Context: an optimization exercise on an open-source flow, tuned for small area, a short achievable clock period and few clock cycles per item. The choices shown serve that exercise and are no tape-out recipe.
In this exercise RTL edits were held to simulation tests only and were not proved equivalent to the original.
Power and IR drop assume default switching activity.

==> flow/design.v, too long to show whole: its modules and the start of the top module <==
// module iirf_seq: 39 lines
// module iirf_fb_tree: 1621 lines
// module iirf_ff_tree: 806 lines
// module iirf_acc_csa: 560 lines
// module direct_form_iir_filter_unit: 292 lines
module direct_form_iir_filter_unit #(
  parameter int MAX_FF_TAPS = 8,
  parameter int MAX_FB_TAPS = 8
) (
  input  logic                                  clk,
  input  logic                                  rst,
  input  logic                                  in_valid,
  output logic                                  in_ready,
  input  logic                                  func,
  input  logic [iirf_pkg::CIDX_W-1:0]           coef_index,
  input  logic signed [iirf_pkg::COEF_W-1:0]    coef_value,
  input  logic [iirf_pkg::SAMPLE_W-1:0]         sample,
  output logic                                  out_valid,
  input  logic                                  out_ready,
  output logic signed [iirf_pkg::OUT_W-1:0]     filtered,
  input  logic                                  cfg_valid,
  output logic                                  cfg_ready,
  input  logic [iirf_pkg::CFG_IDX_W-1:0]        cfg_index,
  input  logic [iirf_pkg::CFG_DATA_W-1:0]       cfg_data
);
  // ...
==> flow/flow/run.sh <==
#!/bin/bash
# The standard layout (the standard.sh: ORFS synthesis to final layout),
# with timing repair aiming for 7 ns of setup slack instead of config.mk's 5.
set -euo pipefail
bash standard.sh SETUP_SLACK_MARGIN=7 TNS_END_PERCENT=100 finish > standard_flow.log 2>&1
==> flow/standard.sh <==
#!/bin/bash
# synth_recipe.tcl (not shown) runs the flow's synth.tcl, then flattens the netlist and writes it again
# the make line also repeats each setting of config.mk as NAME=value (left out here)
make -C /OpenROAD-flow-scripts/flow DESIGN_CONFIG=/design/flow/config.mk WORK_HOME=/design/flow/orfs CLKGATE_MAP_FILE= SYNTH_SCRIPT=/design/flow/synth_recipe.tcl "${@:-finish}"
==> flow/config.mk <==
export PLATFORM = sky130hd
export DESIGN_NAME = direct_form_iir_filter_unit
export DESIGN_NICKNAME = direct_form_iir_filter_unit
export VERILOG_FILES = /design/flow/design.v
export SDC_FILE = /design/flow/constraint.sdc
export NUM_CORES = 4
export LEC_CHECK = 0
export CAP_MARGIN = 20
export CORE_MARGIN = 2
export CORE_UTILIZATION = 40
export SETUP_SLACK_MARGIN = 5
export SLEW_MARGIN = 20
export TNS_END_PERCENT = 100
==> flow/constraint.sdc <==
create_clock -name core_clock -period 11.0 [get_ports {clk}]
set_input_delay 2.2000 -clock core_clock [delete_from_list [all_inputs] [get_ports {clk}]]
set_output_delay 2.2000 -clock core_clock [all_outputs]
set_load 0.01 [all_outputs]
==> parameters.txt, run 1 <==
Parameter                              Value

Final layout
  Net count reported at finish    11800
  Largest register FFs    384
  Filler Cell Count    27100

Logic synthesis
  Post-Synthesis Cell Area    0.122 mm^2
  Most instantiated flip-flop cell in the synthesis netlist    sky130_fd_sc_hd__edfxtp_1
  Sequential cell area fraction in the yosys report    42.7%

Timing
  Shortest clock period the worst path allows after layout    approximately 4.3 ns
  Final Slew Violations    0

Setup path
  Family with the most delay on the worst path    adder cells
  Worst path buffer plus inverter count    6
  Slowest cell on the critical path    sky130_fd_sc_hd__fa_1

Floorplanning
  DIE HEIGHT    557 um
  N_taps    4080
  Number of rows in the core area    202

Pwr
  Sw power    20.7 mW
  Portion of total power attributed to combinational logic    59.8%
  Power density over the cells    327 mW/mm^2
  Part of the power in registers    24.3%

Clock network
  Clock Sinks    2027
  Clock latency of the later-clocked register in the worst-skew pair    between 0.9 and 1 ns
  Maximum clock insertion buffer count    4
  Number of H-tree levels    4

GRT
  Global routing usage summed across all routing layers    24.9%
  GRT overflow    0

Worst hold path
  Hold path start    p_b[9]
  Cell depth of the worst min-delay path    0

Routing
  Antenna viol nets, final    0
  First-pass DRT Iterations    7

Run status
  Result of the run  no timing/DRC/antenna violations
Testbench counts, summed over its fixed seeds: cycles 12,923, items 2,304.
==> run 2, diff against run 1 <==
==> flow/flow/run.sh (replaced) <==
#!/bin/bash
# The standard layout (the standard.sh: ORFS synthesis to final layout),
# with timing repair aiming for 6.6 ns of setup slack instead of config.mk's 5.
set -euo pipefail
bash standard.sh SETUP_SLACK_MARGIN=6.6 TNS_END_PERCENT=100 finish > standard_flow.log 2>&1
==> run 2 against run 1 <==
Compared with the run above: clock skew increased by 0.033 ns; sequential cell count unchanged; maximum frequency decreased by 3.7%; largest cell class unchanged; cell count decreased by 0.63%; critical endpoint is now s1_y3[47]; power decreased by 1.3%; first-iteration DRC count increased by 7.1%; routed wire length increased by 0.35%; count of clock-buffer cells in the layout increased by 7; die area unchanged; global-route usage increased by 0.11 points; cell area decreased by 2.2%; register-to-register slack got worse by 0.15 ns.
==> parameters.txt, run 2 <==
Parameter                              Value

Run status
  Result of the run  no timing/DRC/antenna violations

Final layout
  Number of cells in the finished layout apart from fillers    14700
  Filler Cell Count    27500 (+1.5%)
  Net count reported at finish    11700 (-0.71%)
  Largest regs    y_h (384), aco (256), bco (256)
  Largest register FFs    384 (unchanged)
  Most flop-heavy register    y_h
  Commonest cells after routing, fill and taps aside    1202 x sky130_fd_sc_hd__inv_1, 1159 x sky130_fd_sc_hd__edfxtp_1, 844 x sky130_fd_sc_hd__fa_1
  Layout Area Growth over Synthesis    12.5%
  Share of final-layout standard cells stronger than drive strength 1    roughly an eighth
  Most common library cell in the layout ignoring fill and taps    sky130_fd_sc_hd__inv_1

Clock network
  Clock root buffer    sky130_fd_sc_hd__clkbuf_16
  Clock slew at the register clock pins of the worst setup and hold paths    0.06 ns
  Maximum clock insertion buffer count    4 (unchanged)
  Number of H-tree levels    4 (unchanged)
  Number of buffers added by the clock tree synthesis step    212
  Clock Sinks    2027 (unchanged)
  Clock latency of the later-clocked register in the worst-skew pair    0.93 ns (-0.02 ns)
  Number of buffers added to fix hold violations after cts    0
  Clock tree from TritonCTS    done

Logic synthesis
  Fraction of post-synthesis cell area in the top cell type by area    28.5%
  Number of distinct library cells after synthesis    86
  Post-Syn Nets    12000
  Number of flops mapped to enable cells by yosys    1159
  Total of flip-flops plus latches after synthesis    2027
  Post-Synthesis Cell Area    0.122 mm^2 (unchanged)
  Count leader, synth    sky130_fd_sc_hd__inv_1
  Fraction of registers with async set or reset after synthesis    0%
  YS warnings    8
  Top post-synthesis cells by count    1210 x sky130_fd_sc_hd__inv_1, 1159 x sky130_fd_sc_hd__edfxtp_1, 868 x sky130_fd_sc_hd__dfxtp_1, 855 x sky130_fd_sc_hd__fa_1, 797 x sky130_fd_sc_hd__clkbuf_1
  Number of cells produced by synthesis    approximately 11000
  Most instantiated flip-flop cell in the synthesis netlist    sky130_fd_sc_hd__edfxtp_1
  Top cells by area in the synthesized netlist    sky130_fd_sc_hd__edfxtp_1 28%, sky130_fd_sc_hd__dfxtp_1 14%, sky130_fd_sc_hd__fa_1 14%
  Most area-hungry cell type in the Yosys netlist    sky130_fd_sc_hd__edfxtp_1
  Sequential cell area fraction in the yosys report    42.7% (unchanged)
  Per-instance average area after synthesis    11.4 um^2

Timing
  Achievable clock frequency    225 MHz
  Final Slew Violations    0 (unchanged)
  Shortest clock period the worst path allows after layout    4.45 ns (+0.164 ns)
  Worst-case clock skew    approximately 0.12 ns
  Setup repair after global routing missed its margin    true
  Setup-violating endpoint count in the final report    0
  Worst Tran Pin Value    1.35 ns
  Final period util    40.4%
  Remaining max-slew budget at the tightest pin    roughly 9.6%
  Hold Violations, Final    0
  Sum of negative setup slack    0 ns

GRT
  Wire length of the first global-routing pass    589000 um
  Met1 demand-to-capacity share in global routing    32.5%
  Via count of the first global-routing pass    90000
  Global routing usage summed across all routing layers    25.0% (+0.11 points)
  GRT overflow    0 (unchanged)
  Fraction of met3 tracks used by global routing    6.59%
  Met2 track demand over resource in global routing    between 30% and 40%
  Number of antenna violations at the first check in global routing    19
  Pin count of the biggest net entering global routing    104
  GRT busiest layer    met2

Setup path
  Biggest cell delay along the critical path    0.35 ns
  Critical Setup Path Class    primary input to flop
  Cell Chain, Critical Path    buf_16 > buf_16 > buf_6 > nor2_4 > ha_4 > fa_2 > a21o_1 > a21oi_4 > o21a_1 > o21ai_2 > a31oi_4 > o21bai_4 > a221oi_4 > buf_4 > o21ai_2 > a211oi_2 > o21ai_1 > xor2_1
  Required time worst endpoint    around 12 ns
  Worst path buffer plus inverter count    4 (-2)
  Data arrival time of the worst path    5.17 ns
  Critical path launch point type    primary input
  Critical Path Fanout Max    5
  Family with the most delay on the worst path    compound AO/OA/AOI/OAI gates
  Slowest cell on the critical path    sky130_fd_sc_hd__fa_2
  Critical Path End Type    flop

Floorplanning
  Core Area    around 0.3 mm^2
  DIE HEIGHT    557 um (unchanged)
  Number of rows in the core area    202 (unchanged)
  Chip width    roughly 560 um
  Starting Density    roughly two fifths
  DIE AREA    0.310 mm^2
  I/O Pins    99

Routing
  Post-detailed-route DRC marker count    0
  Antenna viol nets, final    0 (unchanged)
  Avg Vias per Cell    5.99
  Iteration-0 DRC Markers    10500
  Vias post-DR    88000
  First-pass DRT Iterations    9 (+2)
  Post-detailed-routing wire length    400000 um
  Routed len/inst    27.2 um

Placement
  Routability-driven placement congestion ratio    0.910
  HPWL after detailed placement    about 250000 um
  PortBufs    97
  Placed instance count    ~14000

Run
  Count of max-cap constraint violations    0

Pwr
  Power density over the cells    330 mW/mm^2 (+0.94%)
  Leakage    52.8 nW
  Worst vdd ir    0.521 mV

Worst hold path
  Worst hold-check path type    flop to flop
run 2: cell types whose count changed in the layout (fill, tap and decap cells not counted), sizes merged, moves of 3 or more:
cell           delta
buf              -73
bufbuf            -7
clkbuf           +10
clkdlybuf4s50    +20
clkinv           -10
clkinvlp          -3
diode             -8
dlygate4sd2      -13
dlymetal6s2s      -6
run 2: kinds of logic after synthesis:
logic type | share of synthesized area (%)
AOI/OAI and AO/OA | 15.0
xor gates and xnor gates | 6.74
adders and majority gates | 17.9
buffers and inverters | 6.61
DFF | 42.7
muxes | 5.58
other | 0.00307
and+or+nand+nor | 5.50
run 2: cell type report:
type	instances	area [um^2]	share of cell area, %
inverters	1216	4600	3.35
multi-input cells	6533	63600	46.3
diodes	6	15.0	0.0109
repair buffers	453	4750	3.45
flip-flops and latches	2027	52400	38.1
well taps	4080	5100	3.71
clock buffers	277	5820	4.24
clock inverters	111	1100	0.803
run 2: report_power, final:
part           leakage, nW  internal, mW  switching (mW)
logic                 31.1          10.7            16.3
registers             18.4          9.98            1.18
clock network         3.39          4.15            3.06
total                 52.8          24.9            20.6
run 2: final timing paths:
path,end,from,cells after the start,slack (ns)
setup / recovery,s1_y3[47],rst,18,6.55
hold / removal,s1_b[3],p_b[3],0,0.29
setup reg to reg,s2_fbs[26],s1_y3[20],11,6.56
hold reg to reg,s1_b[3],p_b[3],0,0.29
run 2: worst reg2reg max path, cell delays in order (launching register included):
cell                       delay, ns
sky130_fd_sc_hd__dfxtp_1        1.00
sky130_fd_sc_hd__a221oi_1       0.22
sky130_fd_sc_hd__xnor2_1        0.20
sky130_fd_sc_hd__fa_1           0.54
sky130_fd_sc_hd__inv_1          0.08
sky130_fd_sc_hd__fa_1           0.56
sky130_fd_sc_hd__inv_1          0.06
sky130_fd_sc_hd__fa_1           0.54
sky130_fd_sc_hd__inv_1          0.06
sky130_fd_sc_hd__fa_1           0.54
sky130_fd_sc_hd__inv_1          0.06
sky130_fd_sc_hd__fa_1           0.48
run 2: through the flow:
stage                     hold WS, ns  worst slack, ns  utilization [%]  instance area (um^2)  total power [mW]
after floorplan                 0.310             5.77                -                123000              28.2
after global placement          0.313             4.34             41.9                127000              37.0
after detailed placement        0.312             4.37             41.9                127000              37.3
after CTS                       0.266             6.52             44.6                135000              45.1
after global routing            0.283             6.44             45.3                137000              49.8
final                           0.291             6.55             45.3                137000              45.4
run 2: per-layer routing:
layer / vias up / routed length [um]
li1: 37200 / -
met1: 44100 / 156000
met2: 5311 / 175000
met3: 1458 / 43100
met4: 22 / 26100
met5: - / 182
run 2: repair_timing:
| action | 4_1_cts | 5_1_grt |
|---|---|---|
| resized for setup | 213 | 282 |
| setup endpoints to repair | 277 | 131 |
| pin swaps | 41 | 61 |
| gates cloned | 5 | 13 |
| setup buffers | 52 | 61 |
| hold endpoints to repair | 0 | 0 |
==> module direct_form_iir_filter_unit, before the edit <==
module direct_form_iir_filter_unit #(
  parameter int MAX_FF_TAPS = 8,
  parameter int MAX_FB_TAPS = 8
) (
  input  logic                                  clk,
  input  logic                                  rst,
  input  logic                                  in_valid,
  output logic                                  in_ready,
  input  logic                                  func,
  input  logic [iirf_pkg::CIDX_W-1:0]           coef_index,
  input  logic signed [iirf_pkg::COEF_W-1:0]    coef_value,
  input  logic [iirf_pkg::SAMPLE_W-1:0]         sample,
  output logic                                  out_valid,
  input  logic                                  out_ready,
  output logic signed [iirf_pkg::OUT_W-1:0]     filtered,
  input  logic                                  cfg_valid,
  output logic                                  cfg_ready,
  input  logic [iirf_pkg::CFG_IDX_W-1:0]        cfg_index,
  input  logic [iirf_pkg::CFG_DATA_W-1:0]       cfg_data
);
  logic [3:0] nf, nb;    
  assign cfg_ready = 1'b1;
  always_ff @(posedge clk) begin
    if (rst) begin
      nf <= 4'd4;
      nb <= 4'd3;
    end else if (cfg_valid) begin
      case (cfg_index)
        2'd0: nf <= (cfg_data > 4'd8) ? 4'd8 : cfg_data;
        2'd1: nb <= (cfg_data > 4'd8) ? 4'd8 : cfg_data;
        default: ;
      endcase
    end
  end
  logic                take, take_s;
  logic                iv, ifunc;
  logic [CIDX_W-1:0]   iidx;
  logic [COEF_W-1:0]   ival;
  logic [SAMPLE_W-1:0] ismp;
  logic                cons, cons_s, cons_c;
  logic                act, fin;
  assign take   = in_valid && in_ready;
  assign take_s = take && func;
  assign cons   = iv && (!act || fin);
  assign cons_s = cons && ifunc;
  assign cons_c = cons && !ifunc;
  always_ff @(posedge clk) begin
    if (in_ready) begin
      ifunc <= func;
      iidx  <= coef_index;
      ival  <= coef_value;
      ismp  <= sample;
    end
  end
  logic [COEF_W-1:0] bco [8];
  logic [COEF_W-1:0] aco [8];
  logic [COEF_W-1:0] cval;
  assign cval = ival & {COEF_W{!rst}};
  always_ff @(posedge clk) begin
    for (int k = 0; k < 8; k++) begin
      if (rst || (cons_c && iidx == 4'(k)))     bco[k] <= cval;
      if (rst || (cons_c && iidx == 4'(k + 8))) aco[k] <= cval;
    end
  end
  logic [SAMPLE_W-1:0] x_h [8];
  logic [7:0]          xv;
  always_ff @(posedge clk) begin
    if (cons_s) begin
      x_h[0] <= ismp;
      for (int i = 1; i < 8; i++) x_h[i] <= x_h[i-1];
    end
  end
  always_ff @(posedge clk) begin
    if (rst)         xv <= '0;
    else if (cons_s) xv <= {xv[6:0], 1'b1};
  end
  logic [2:0] tcnt;
  always_ff @(posedge clk) begin
    if (rst)         tcnt <= '0;
    else if (cons_s) tcnt <= tcnt + 3'd1;
  end
  logic [3:0] kk, sf, ffl;
  logic       nb0;
  always_ff @(posedge clk) begin
    logic [4:0] half;
    logic [3:0] k;
    half = (5'(nf) + 5'(nb) + 5'd1) >> 1;
    k    = (4'(half) > nb) ? 4'(half) : nb;
    if (k == 4'd0) k = 4'd1;
    kk  <= k;
    sf  <= (nf > k) ? nf - k : 4'd0;
    ffl <= (nf > k) ? k : nf;
    nb0 <= (nb == 4'd0);
  end
  logic [3:0] c;             
  logic [2:0] fbi, ya, fidx;
  logic       ffo, fbo, shr;
  logic       m0, m1, m2, m3, m4;    
  logic [2:0] outst;         
  logic       pop;
  logic       act_n, fin_n, loop_ok_n, in_ready_n, iv_n, ffo_n, fbo_n, shr_n;
  logic [3:0] c_n;
  logic [2:0] tcnt_n, fbi_n, ya_n, fidx_n;
  logic [2:0] outst_n;
  assign act_n     = cons_s || (act && !fin);
  assign c_n       = cons_s ? 4'd0 : (c + 4'(act));
  assign tcnt_n    = tcnt + 3'(cons_s);
  assign loop_ok_n = !(fin || m0 || m1);
  assign fin_n     = act_n && ({1'b0, c_n} + 5'd1 >= {1'b0, kk}) &&
                     (nb0 || loop_ok_n);
  assign ffo_n     = act_n && (c_n < ffl);
  assign shr_n     = act_n && (c_n < sf);
  assign fidx_n    = 3'(kk + c_n);
  assign fbi_n     = fin_n ? 3'd0 : 3'(nb - 4'd1 + sf - c_n);
  assign fbo_n     = act_n && ((c_n >= sf && {1'b0, c_n} + 5'd1 < {1'b0, sf} + {1'b0, nb}) ||
                               (fin_n && !nb0));
  assign ya_n      = tcnt_n - 3'd2 - fbi_n;    
  assign iv_n      = take || (iv && !cons);
  assign outst_n   = outst + 3'(take_s) - 3'(pop);
  assign in_ready_n = (outst_n < 3'd4) && (!iv_n || !act_n || fin_n);
  always_ff @(posedge clk) begin
    if (rst) begin
      act      <= 1'b0;
      iv       <= 1'b0;
      c        <= '0;
      fin      <= 1'b0;
      fbi      <= '0;
      ya       <= '0;
      fidx     <= '0;
      ffo      <= 1'b0;
      fbo      <= 1'b0;
      shr      <= 1'b0;
      m0       <= 1'b0;
      m1       <= 1'b0;
      m2       <= 1'b0;
      m3       <= 1'b0;
      outst    <= '0;
      in_ready <= 1'b1;
    end else begin
      act      <= act_n;
      iv       <= iv_n;
      c        <= c_n;
      fin      <= fin_n;
      fbi      <= fbi_n;
      ya       <= ya_n;
      fidx     <= fidx_n;
      ffo      <= ffo_n;
      fbo      <= fbo_n;
      shr      <= shr_n;
      m0       <= fin;
      m1       <= m0;
      m2       <= m1;
      m3       <= m2;
      outst    <= outst_n;
      in_ready <= in_ready_n;
    end
  end
  logic [COEF_W-1:0]   p_b, p_a;
  logic [SAMPLE_W-1:0] p_x;
  logic [Y_W-1:0]      p_y;
  logic                p_shr, p_byp;
  logic [Y_W-1:0]      y_h [8];    
  logic [7:0]          yv;         
  logic [2:0]          wp;         
  logic [Y_W-1:0]      ylast;      
  logic                ylneg;      
  logic                ylovf;      
  logic                ylv;        
  logic [Y_W-1:0]      y_lsat;     
  logic                byp;
  assign byp = fbo && !shr && (fin || ((m3 || m4) && ya == wp));
  always_ff @(posedge clk) begin
    p_b   <= bco[c[2:0]];
    p_x   <= x_h[c[2:0]] & {SAMPLE_W{ffo && xv[c[2:0]] && !rst}};
    p_a   <= shr ? bco[fidx] : aco[fbi];
    p_y   <= shr ? ({16'd0, x_h[fidx], 16'd0} & {Y_W{xv[fidx] && !rst}}) :
                   (y_h[ya] & {Y_W{fbo && !byp && yv[ya] && !rst}});
    p_shr <= shr;
    p_byp <= byp && !rst;
  end
  logic [COEF_W-1:0]   s1_b;
  logic [SAMPLE_W-1:0] s1_x;
  logic [Y_W-1:0]      s1_y;
  logic [Y_W+1:0]      s1_y3;
  logic [10:0]         s1_m1, s1_m2, s1_m3, s1_m4, s1_neg;
  logic                s1_kc;
  logic [COEF_W+3:0]   a_ext;
  logic [10:0]         m1_n, m2_n, m3_n, m4_n, neg_n;
  logic [Y_W-1:0]      y_sel;
  assign a_ext = {{3{p_a[COEF_W-1]}}, p_a, 1'b0};
  always_comb begin
    for (int k = 0; k < 11; k++) begin
      logic b3, b2, b1, b0;
      b3 = a_ext[3*k+3];
      b2 = a_ext[3*k+2];
      b1 = a_ext[3*k+1];
      b0 = a_ext[3*k];
      m1_n[k]  = !(b3 ^ b2) & (b1 ^ b0);
      m2_n[k]  = (b1 & b0 & !b2) | (b2 & !b1 & !b0);
      m3_n[k]  = (b3 ^ b2) & (b1 ^ b0);
      m4_n[k]  = (!b3 & b2 & b1 & b0) | (b3 & !b2 & !b1 & !b0);
      neg_n[k] = p_shr ? (b3 & !(b2 & b1 & b0)) : (!b3 & (b2 | b1 | b0));
    end
  end
  assign y_sel = (p_byp ? (y_lsat & {Y_W{ylv}}) : p_y) & {Y_W{!rst}};
  always_ff @(posedge clk) begin
    s1_b   <= p_b;
    s1_x   <= p_x & {SAMPLE_W{!rst}};
    s1_y   <= y_sel;
    s1_y3  <= {{2{y_sel[Y_W-1]}}, y_sel} + {y_sel[Y_W-1], y_sel, 1'b0};
    s1_kc  <= !p_shr;
    s1_m1  <= m1_n;
    s1_m2  <= m2_n;
    s1_m3  <= m3_n;
    s1_m4  <= m4_n;
    s1_neg <= neg_n;
  end
  logic [67:0] ff_s, ff_c;
  logic [83:0] fb_s, fb_c;
  logic [67:0] s2_ffs, s2_ffc;
  logic [83:0] s2_fbs, s2_fbc;
  iirf_ff_tree u_ff (.b(s1_b), .x(s1_x), .s(ff_s), .c(ff_c));
  iirf_fb_tree u_fb (.kc(s1_kc), .m1(s1_m1), .m2(s1_m2), .m3(s1_m3), .m4(s1_m4),
                     .neg(s1_neg), .y(s1_y), .y3(s1_y3), .s(fb_s), .c(fb_c));
  always_ff @(posedge clk) begin
    s2_ffs <= ff_s;
    s2_ffc <= ff_c;
    s2_fbs <= fb_s;
    s2_fbc <= fb_c;
  end
  logic [ACC_W-1:0] acc_s, acc_c, as_g, ac_g, csa_s, csa_c;
  logic [28:0]      lo_fb;
  logic [12:0]      lo_ff;
  logic             rst_d;
  assign as_g  = acc_s & {ACC_W{!m3}};
  assign ac_g  = acc_c & {ACC_W{!m3}};
  assign lo_fb = {1'b0, s2_fbs[27:0]} + {1'b0, s2_fbc[27:0]};
  assign lo_ff = {1'b0, s2_ffs[11:0]} + {1'b0, s2_ffc[11:0]};
  iirf_acc_csa u_csa (.as_(as_g), .ac(ac_g), .ffs(s2_ffs), .ffc(s2_ffc),
                      .fbs(s2_fbs), .fbc(s2_fbc), .c12(lo_ff[12]),
                      .s(csa_s), .c(csa_c));
  always_ff @(posedge clk) begin
    rst_d <= rst;
    if (rst || rst_d) begin
      acc_s <= '0;
      acc_c <= '0;
    end else begin
      acc_s <= csa_s;
      acc_c <= {csa_c[ACC_W-1:1], lo_fb[28]};
    end
  end
  logic [ACC_W-1:0] tot;
  assign tot = acc_s + acc_c;
  always_ff @(posedge clk) begin
    if (m3) begin
      ylast <= tot[Y_W-1:0];
      ylneg <= tot[ACC_W-1];
      ylovf <= !((&tot[ACC_W-1:Y_W-1]) || !(|tot[ACC_W-1:Y_W-1]));
    end
    if (rst)     ylv <= 1'b0;
    else if (m3) ylv <= 1'b1;
  end
  assign y_lsat = ylovf ? {ylneg, {(Y_W-1){!ylneg}}} : ylast;
  logic signed [Y_W-1:0] y_sat;
  assign y_sat = y_lsat;
  always_ff @(posedge clk) begin
    if (rst) begin
      m4 <= 1'b0;
      wp <= '0;
      yv <= '0;
    end else begin
      m4 <= m3;
      if (m4) begin
        wp     <= wp + 3'd1;
        yv[wp] <= 1'b1;
      end
    end
  end
  always_ff @(posedge clk) begin
    if (m4) y_h[wp] <= y_sat;
  end
  iirf_seq u_q (
    .clk       (clk),
    .rst       (rst),
    .push      (m4 && !rst),
    .push_data (y_sat[Y_W-1:Y_W-OUT_W]),
    .out_ready (out_ready),
    .out_valid (out_valid),
    .filtered  (filtered)
  );
  assign pop = out_valid && out_ready;
endmodule
==> run 3, diff against run 2 <==
--- a/flow/design.v
+++ b/flow/design.v
@@ -3244,6 +3244,6 @@
   end
-  assign y_sel = (p_byp ? (y_lsat & {Y_W{ylv}}) : p_y) & {Y_W{!rst}};
+  assign y_sel = p_byp ? (y_lsat & {Y_W{ylv}}) : p_y;
   always_ff @(posedge clk) begin
     s1_b   <= p_b;
-    s1_x   <= p_x & {SAMPLE_W{!rst}};
+    s1_x   <= p_x;
     s1_y   <= y_sel;
@@ -3273,3 +3273,3 @@
   logic [12:0]      lo_ff;
-  logic             rst_d;
+  logic             rst_d, rst_dd;
   assign as_g  = acc_s & {ACC_W{!m3}};
@@ -3282,4 +3282,5 @@
   always_ff @(posedge clk) begin
-    rst_d <= rst;
-    if (rst || rst_d) begin
+    rst_d  <= rst;
+    rst_dd <= rst_d;
+    if (rst || rst_d || rst_dd) begin
       acc_s <= '0;
==> run 3 against run 2 <==
Compared with the run above: clock skew shrank 0.034 ns; highest routed layer unchanged; cell area shrank 0.75%; critical path type is now flop to flop; via count shrank 2.1%; still clean; synthesized cell count shrank 0.76%; register-to-register slack gained 0.05 ns; sequential power is essentially flat; utilization shrank 0.30 points; worst setup slack gained 0.055 ns; combinational power grew 4%; die area shrank 0.17%; critical path depth shrank 8.
==> parameters.txt, run 3 <==
Parameter                              Value

Floorplanning
  I/O Pins    99 (unchanged)
  Starting Density    40.2% (about the same)
  Number of rows in the core area    202 (unchanged)
  Chip width    556 um (about the same)
  Core Area    0.303 mm^2 (about the same)
  DIE HEIGHT    556 um (about the same)
  DIE AREA    0.310 mm^2 (-0.17%)

Clock network
  Clock slew at the register clock pins of the worst setup and hold paths    0.06 ns (about the same)
  Number of H-tree levels    4 (unchanged)
  Clock root buffer    sky130_fd_sc_hd__clkbuf_16
  Number of buffers added by the clock tree synthesis step    211 (-0.47%)
  Maximum clock insertion buffer count    4 (unchanged)
  Clock tree from TritonCTS    done
  Clock Sinks    2028 (+0.049%)
  Number of buffers added to fix hold violations after cts    0 (unchanged)
  Clock latency of the later-clocked register in the worst-skew pair    0.92 ns (about the same)

Routing
  Antenna viol nets, final    0 (unchanged)
  Post-detailed-route DRC marker count    0 (unchanged)
  Avg Vias per Cell    5.95 (-0.64%)
  Routed len/inst    26.3 um (-3.2%)
  First-pass DRT Iterations    7 (-2)
  Iteration-0 DRC Markers    9763 (-7.2%)
  Post-detailed-routing wire length    381000 um (-4.7%)
  Vias post-DR    86100 (-2.1%)

Logic synthesis
  Sequential cell area fraction in the yosys report    42.8% (+0.088 points)
  Most area-hungry cell type in the Yosys netlist    sky130_fd_sc_hd__edfxtp_1
  Count leader, synth    sky130_fd_sc_hd__inv_1
  Number of cells produced by synthesis    10600 (-0.76%)
  Fraction of registers with async set or reset after synthesis    0% (unchanged)
  Fraction of post-synthesis cell area in the top cell type by area    28.5% (+0.048 points)
  Top post-synthesis cells by count    1219 x sky130_fd_sc_hd__inv_1, 1159 x sky130_fd_sc_hd__edfxtp_1, 869 x sky130_fd_sc_hd__dfxtp_1, 855 x sky130_fd_sc_hd__fa_1, 779 x sky130_fd_sc_hd__clkbuf_1
  Top cells by area in the synthesized netlist    sky130_fd_sc_hd__edfxtp_1 29%, sky130_fd_sc_hd__dfxtp_1 14%, sky130_fd_sc_hd__fa_1 14%
  Per-instance average area after synthesis    11.5 um^2 (+0.59%)
  Number of flops mapped to enable cells by yosys    1159 (unchanged)
  Total of flip-flops plus latches after synthesis    2028 (+0.049%)
  Post-Syn Nets    11900 (-0.67%)
  YS warnings    8 (unchanged)
  Post-Synthesis Cell Area    0.122 mm^2 (-0.17%)
  Number of distinct library cells after synthesis    95 (+10%)
  Most instantiated flip-flop cell in the synthesis netlist    sky130_fd_sc_hd__edfxtp_1

Final layout
  Share of final-layout standard cells stronger than drive strength 1    11.7% (-0.88 points)
  Most flop-heavy register    y_h
  Number of cells in the finished layout apart from fillers    14500 (-1.5%)
  Net count reported at finish    11600 (-1.0%)
  Largest register FFs    384 (unchanged)
  Largest regs    y_h (384), aco (256), bco (256)
  Final core utilization    45.0% (-0.30 points)
  Filler Cell Count    27400 (-0.21%)
  Most common library cell in the layout ignoring fill and taps    sky130_fd_sc_hd__inv_1
  Layout Area Growth over Synthesis    11.8%
  Commonest cells after routing, fill and taps aside    1208 x sky130_fd_sc_hd__inv_1, 1159 x sky130_fd_sc_hd__edfxtp_1, 850 x sky130_fd_sc_hd__fa_1
  Fin area    0.136 mm^2 (-0.75%)

Timing
  Achievable clock frequency    228 MHz (+1.2%)
  Setup repair after global routing missed its margin    true
  Worst Tran Pin Value    1.28 ns (-0.0685 ns)
  Sum of negative setup slack    0 ns (unchanged)
  Final Slew Violations    0 (unchanged)
  Worst-case clock skew    0.0858 ns (-0.0338 ns)
  Remaining max-slew budget at the tightest pin    14.2% (+4.6 points)
  Setup-violating endpoint count in the final report    0 (unchanged)
  Final period util    39.9% (-0.50 points)
  Shortest clock period the worst path allows after layout    4.39 ns (-0.0548 ns)
  Hold Violations, Final    0 (unchanged)

GRT
  Wire length of the first global-routing pass    567000 um (-3.7%)
  Global routing usage summed across all routing layers    24.1% (-0.98 points)
  GRT overflow    0 (unchanged)
  Via count of the first global-routing pass    87000 (-3.2%)
  Number of antenna violations at the first check in global routing    22 (+3)
  Pin count of the biggest net entering global routing    95 (-8.7%)

Setup path
  Critical Path End Type    flop
  Required time worst endpoint    11.69 ns (-0.03 ns)
  Data arrival time of the worst path    5.08 ns (-0.09 ns)
  Critical path launch point type    flop
  Critical Setup Path Class    flop to flop
  Critical Path Fanout Max    10 (+5)

Worst hold path
  Worst hold-check path type    flop to flop

Placement
  Routability-driven placement congestion ratio    0.955 (+4.9%)
  PortBufs    97 (unchanged)
  HPWL after detailed placement    244000 um (-2.6%)
  Placed instance count    14000 (-1.2%)
  Cell area after placement    0.127 mm^2 (-0.42%)

Pwr
  Worst vdd ir    0.680 mV (+31%)
  Pwr Total    46.7 mW (+2.8%)
  Power density over the cells    342 mW/mm^2 (+3.6%)
  Leakage    52.5 nW (-0.67%)

Run
  Count of max-cap constraint violations    0 (unchanged)

Run status
  Result of the run  no timing/DRC/antenna violations
-- run 3: changes by cell type in the layout (fill, tap and decap cells not counted), moves of 25 or more --
cell	change
sky130_fd_sc_hd__buf_4	-42
sky130_fd_sc_hd__mux2i_1	+26
sky130_fd_sc_hd__o21ai_0	-47
sky130_fd_sc_hd__dfxtp_1	+25
sky130_fd_sc_hd__nor2_1	+39
sky130_fd_sc_hd__nand2_1	-27
sky130_fd_sc_hd__nand3_1	+43
sky130_fd_sc_hd__nor2b_1	-70
-- run 3: timing repair --
action                     4_1_cts  5_1_grt
setup endpoints to repair      188      180
hold endpoints to repair         0        0
buffers inserted                16       47
pin swaps                       21       36
cloned                           7        7
resized for setup              175      286
-- run 3: stage by stage --
| stage | setup slack [ns] | hold WS (ns) |
|---|---|---|
| 2_1_floorplan | 6.55 | 0.310 |
| 3_3_place_gp | 5.53 | 0.311 |
| 3_5_place_dp | 5.55 | 0.312 |
| 4_1_cts | 6.57 | 0.309 |
| 5_1_grt | 6.49 | 0.317 |
| 6_report | 6.61 | 0.326 |
-- run 3: logic make-up (layout without fill, tap and decap cells) --
family / after synthesis / in the layout / share of synthesized area [%]
xor+xnor: 938 / 938 / 6.73
mux: 480 / 480 / 5.67
compound gates: 2478 / 2479 / 15.0
flops: 2028 / 2028 / 42.8
fa+ha+maj: 1235 / 1235 / 17.9
other cells: 1 / 10 / 0.00307
buf+inv: 2151 / 2014 / 6.65
simple gates: 1317 / 1319 / 5.23
-- run 3: area by class of cell --
class,count,area (um^2),area share (%)
clock buffers,292,5930,4.35
clock inverters,94,1090,0.800
flip-flops and latches,2028,52400,38.4
diodes,9,22.5,0.0165
well taps,3978,4980,3.65
multi-input cells,6452,63300,46.4
inverters,1224,4640,3.40
repair buffers,404,4140,3.04
-- run 3: final timing paths --
| kind | from | end | slack [ns] | cells past startpoint |
|---|---|---|---|---|
| max reg2reg | s1_y3[28] | s2_fbs[34] | 6.61 | 10 |
| min reg2reg | p_b[13] | s1_b[13] | 0.33 | 0 |
| min | p_b[13] | s1_b[13] | 0.33 | 0 |
| max | s1_y3[28] | s2_fbs[34] | 6.61 | 10 |
-- run 3: power breakdown --
group,switching (mW),total (mW),internal [mW],leakage [nW]
combinational,17.4,28.3,10.8,30.7
sequential,1.16,11.1,9.95,18.3
clock,3.07,7.33,4.26,3.44
total,21.7,46.7,25.1,52.5
-- run 3: metal layers --
| metal | routed length, um | GRT usage (%) |
|---|---|---|
| met5 | 77 | 0 |
| met3 | 37600 | 5.75 |
| met2 | 170000 | 36.9 |
| met4 | 19400 | 10.9 |
| met1 | 154000 | 32.3 |
-- run 3: critical path, cell delays in order, from the launching register on --
cell and delay [ns]:
sky130_fd_sc_hd__dfxtp_1 0.97, sky130_fd_sc_hd__a221oi_2 0.16, sky130_fd_sc_hd__xor2_1 0.22, sky130_fd_sc_hd__fa_1 0.54, sky130_fd_sc_hd__inv_1 0.08, sky130_fd_sc_hd__fa_1 0.51
sky130_fd_sc_hd__fa_1 0.56, sky130_fd_sc_hd__inv_1 0.06, sky130_fd_sc_hd__fa_1 0.52, sky130_fd_sc_hd__inv_1 0.05, sky130_fd_sc_hd__fa_1 0.54
Testbench counts of run 3, summed over its fixed seeds: cycles 12,923, items 2,304.
==> run 4, diff against run 3 <==
==> flow/flow/run.sh (replaced) <==
#!/bin/bash
# The standard layout (the standard.sh: ORFS synthesis to final layout),
# with timing repair aiming for 7 ns of setup slack instead of config.mk's 5.
set -euo pipefail
bash standard.sh SETUP_SLACK_MARGIN=7 TNS_END_PERCENT=100 finish > standard_flow.log 2>&1
==> run 4 against run 3 <==
Compared with the run above: highest routed layer unchanged; clock power increased by 2%; largest power group unchanged; via count grew 2.1%; first-iteration DRC count increased by 0.58%; critical path depth up 8; critical path type unchanged; cell area up 3.1%.
==> parameters.txt, run 4 <==
Parameter                              Value

Routing
  Antenna viol nets, final    0 (unchanged)
  Post-detailed-route DRC marker count    0 (unchanged)
  Routed len/inst    27.4 um (+4.2%)
  First-pass DRT Iterations    9 (+2)
  Vias post-DR    88000 (+2.1%)
  Post-detailed-routing wire length    402000 um (+5.6%)
  Avg Vias per Cell    6.00 (+0.80%)
  Iteration-0 DRC Markers    9820 (+0.58%)

Timing
  Final period util    41.2% (+1.2 points)
  Achievable clock frequency    221 MHz (-2.9%)
  Shortest clock period the worst path allows after layout    4.53 ns (+0.133 ns)
  Setup-violating endpoint count in the final report    0 (unchanged)
  Worst-case clock skew    0.0854 ns (-0.000385 ns)
  Final Slew Violations    0 (unchanged)
  Setup repair after global routing missed its margin    true
  Worst hold slack after final layout    0.312 ns (-0.0131 ns)
  Remaining max-slew budget at the tightest pin    17.5% (+3.3 points)
  Worst Tran Pin Value    1.24 ns (-0.0418 ns)
  Final worst slack    6.47 ns (-0.133 ns)
  Sum of negative setup slack    0 ns (unchanged)
  Hold Violations, Final    0 (unchanged)

Pwr
  Power density over the cells    350 mW/mm^2 (+2.3%)
  Worst vdd ir    0.812 mV (+19%)
  Leakage    54.2 nW (+3.3%)

Final layout
  Largest regs    y_h (384), aco (256), bco (256)
  Sequential cell area    0.0525 mm^2 (+0.22%)
  Net count reported at finish    11800 (+1.6%)
  Area of the multi-input gates    0.0643 mm^2 (+1.7%)
  Most flop-heavy register    y_h
  Share of final-layout standard cells stronger than drive strength 1    16.3% (+4.7 points)
  Number of cells in the finished layout apart from fillers    14700 (+1.3%)
  Largest register FFs    384 (unchanged)
  Commonest cells after routing, fill and taps aside    1159 x sky130_fd_sc_hd__edfxtp_1, 1125 x sky130_fd_sc_hd__inv_1, 767 x sky130_fd_sc_hd__fa_1
  Layout Area Growth over Synthesis    15.3%
  Fin area    0.141 mm^2 (+3.1%)
  Filler Cell Count    27100 (-1.2%)
  Most common library cell in the layout ignoring fill and taps    sky130_fd_sc_hd__edfxtp_1

Logic synthesis
  Number of cells produced by synthesis    10600 (unchanged)
  Most area-hungry cell type in the Yosys netlist    sky130_fd_sc_hd__edfxtp_1
  Most instantiated flip-flop cell in the synthesis netlist    sky130_fd_sc_hd__edfxtp_1
  Number of distinct library cells after synthesis    95 (unchanged)
  Per-instance average area after synthesis    11.5 um^2 (unchanged)
  Top post-synthesis cells by count    1219 x sky130_fd_sc_hd__inv_1, 1159 x sky130_fd_sc_hd__edfxtp_1, 869 x sky130_fd_sc_hd__dfxtp_1, 855 x sky130_fd_sc_hd__fa_1, 779 x sky130_fd_sc_hd__clkbuf_1
  Post-Syn Nets    11900 (unchanged)
  YS warnings    8 (unchanged)
  Top cells by area in the synthesized netlist    sky130_fd_sc_hd__edfxtp_1 29%, sky130_fd_sc_hd__dfxtp_1 14%, sky130_fd_sc_hd__fa_1 14%
  Count leader, synth    sky130_fd_sc_hd__inv_1
  Post-Synthesis Cell Area    0.122 mm^2 (unchanged)
  Fraction of post-synthesis cell area in the top cell type by area    28.5% (unchanged)
  Fraction of registers with async set or reset after synthesis    0% (unchanged)
  Total of flip-flops plus latches after synthesis    2028 (unchanged)
  Sequential cell area fraction in the yosys report    42.8% (unchanged)
  Number of flops mapped to enable cells by yosys    1159 (unchanged)

Clock network
  Clock Sinks    2028 (unchanged)
  Maximum clock insertion buffer count    4 (unchanged)
  Clock tree from TritonCTS    done
  Number of buffers added by the clock tree synthesis step    213 (+0.95%)
  Clock root buffer    sky130_fd_sc_hd__clkbuf_16
  Clock slew at the register clock pins of the worst setup and hold paths    0.06 ns (about the same)
  Number of H-tree levels    4 (unchanged)
  Clock latency of the later-clocked register in the worst-skew pair    0.91 ns (about the same)

Setup path
  Critical path launch point    p_byp
  Reg2reg setup slack    6.47 ns (-0.13 ns)
  Endpoint of the worst register-to-register path    s1_y3[47]
  Reg-to-reg critical path startpoint    p_byp
  Worst R2R Path Depth    18 (+8)
  Critical Path End Type    flop
  Data arrival time of the worst path    5.27 ns (+0.19 ns)
  Critical Path Fanout Max    62 (+52)
  Critical Setup Path Class    flop to flop
  Required time worst endpoint    11.74 ns (+0.05 ns)
  Critical path launch point type    flop

Floorplanning
  DIE HEIGHT    556 um (unchanged)
  Number of rows in the core area    202 (unchanged)
  Core Area    0.303 mm^2 (unchanged)
  I/O Pins    99 (unchanged)
  Starting Density    40.2% (unchanged)
  Chip width    556 um (unchanged)
  DIE AREA    0.310 mm^2 (unchanged)

GRT
  Global routing usage summed across all routing layers    25.4% (+1.4 points)
  Wire length of the first global-routing pass    591000 um (+4.3%)
  Pin count of the biggest net entering global routing    88 (-7.4%)
  Number of antenna violations at the first check in global routing    37 (+68%)
  GRT overflow    0 (unchanged)
  Via count of the first global-routing pass    89300 (+2.6%)

Worst hold path
  Hold EP    s1_b[5]
  Worst hold-check path type    flop to flop
  Cell depth of the worst min-delay path    0 (unchanged)
  Hold path start    p_b[5]

Placement
  Cell area after placement    0.127 mm^2 (+0.13%)
  Placed instance count    14000 (+0.057%)
  Worst setup slack before clock tree synthesis    5.48 ns (-0.0716 ns)
  PortBufs    97 (unchanged)
  Routability-driven placement congestion ratio    0.944 (-1.2%)
  HPWL after detailed placement    246000 um (+0.75%)

Run status
  Result of the run  no timing/DRC/antenna violations

Run
  Count of max-cap constraint violations    0 (unchanged)
[run 4: cell counts after synthesis]
Identical to the previous run, type by type.
[run 4: worst max-delay path by stage]
stage	depth (start not counted)	end	slack (ns)
2_1_floorplan	21	ya[2]	6.55
4_1_cts	20	s1_y3[46]	6.63
5_1_grt	20	s1_y3[47]	6.36
3_5_place_dp	20	s1_y3[46]	5.48
6_report	18	s1_y3[47]	6.47
3_3_place_gp	20	s1_y3[46]	5.53
[run 4: timing repair]
action	in CTS	in global routing
setup buffers	116	82
resized for setup	672	312
hold buffers	0	0
gates cloned	47	4
setup endpoints to repair	300	327
pin swaps	211	219
[run 4: metrics by stage]
| stage | power [mW] | util [%] |
|---|---|---|
| 2_1_floorplan | 28.0 | - |
| 3_3_place_gp | 38.1 | 41.8 |
| 3_5_place_dp | 38.2 | 41.8 |
| 4_1_cts | 48.0 | 45.7 |
| 5_1_grt | 53.1 | 46.4 |
| 6_report | 49.3 | 46.4 |
[run 4: final cells by class]
type	instances	area share, %
Multi-Input combinational cell	6451	45.7
Clock buffer	283	4.20
Sequential cell	2028	37.3
Clock inverter	106	0.910
Antenna cell	19	0.0338
Timing Repair inverter	1	0.00622
Timing Repair Buffer	583	5.01
Inverter	1224	3.29
Tap cell	3978	3.54
[run 4: kinds of logic (layout without fill, tap and decap cells)]
group	Yosys count	after routing	synth area share (%)
adder cells (fa/ha/maj)	1235	1235	17.9
flip-flops	2028	2028	42.8
AND/OR/NAND/NOR	1317	1318	5.23
AO/OA/AOI/OAI	2478	2479	15.0
XOR/XNOR	938	938	6.73
multiplexers	480	480	5.67
other	1	20	0.00307
buffers and inverters	2151	2197	6.65
[run 4: worst max-delay path, cell delays in order (launching register included)]
cell and delay (ns):
sky130_fd_sc_hd__dfxtp_4 0.60, sky130_fd_sc_hd__buf_16 0.35, sky130_fd_sc_hd__nor2b_1 0.09, sky130_fd_sc_hd__a31o_2 0.31, sky130_fd_sc_hd__ha_4 0.19, sky130_fd_sc_hd__inv_2 0.06
sky130_fd_sc_hd__fa_2 0.21, sky130_fd_sc_hd__nor2b_2 0.04, sky130_fd_sc_hd__o21a_1 0.20, sky130_fd_sc_hd__o21ai_2 0.19, sky130_fd_sc_hd__a21oi_2 0.09, sky130_fd_sc_hd__o31a_1 0.32
sky130_fd_sc_hd__a221o_2 0.38, sky130_fd_sc_hd__a41oi_4 0.30, sky130_fd_sc_hd__a311o_1 0.25, sky130_fd_sc_hd__a21oi_2 0.06, sky130_fd_sc_hd__a211o_1 0.35, sky130_fd_sc_hd__a211oi_2 0.23
sky130_fd_sc_hd__xnor2_1 0.09
[run 4: report_power, final]
group / internal (mW) / switching, mW
registers: 9.96 / 1.23
clock network: 4.40 / 3.06
logic: 12.4 / 18.3
[run 4: per-layer routing]
metal,GRT usage (%),wire (um)
met5,0.188,284
met4,13.4,25100
met3,7.50,43500
met2,38.8,176000
met1,32.5,158000

static timing again, ports no longer ideal:
The results above use ideal ports. As a check the final layouts listed here were re-extracted and re-timed, cells and wires unchanged. Step 1: set_driving_cell puts a clkbuf_16 on clk and a buf_2 on each other input, an assumption about the parent block. Step 2, shift: input delay + t, output delay - t, t = (earliest + latest rising clock arrival at the registers) / 2. This alone moves slack from input paths to output paths. Slacks: ideal ports / drivers / drivers and shift; pairs: ideal ports / drivers.
run	shift t [ns]	slack for setup (ns)	worst hold slack (ns)	worst setup path after step 2	cell pins on the clock port's net
run 1	0.982	6.715 / 6.425 / 5.443	0.325 / 0.325 / 0.325	input to register	1
run 2	0.979	6.551 / 6.405 / 5.426	0.291 / 0.291 / 0.291	input to register	1
run 3	0.974	6.606 / 6.606 / 5.918	0.326 / 0.326 / 0.326	input to register	1
run 4	0.969	6.473 / 6.473 / 6.212	0.312 / 0.312 / 0.312	input to register	1
After both steps setup and hold are still met in every run listed. The setup slack of run 1, which loses most, moves by -0.290 ns with the drivers and by -1.272 ns with both steps.
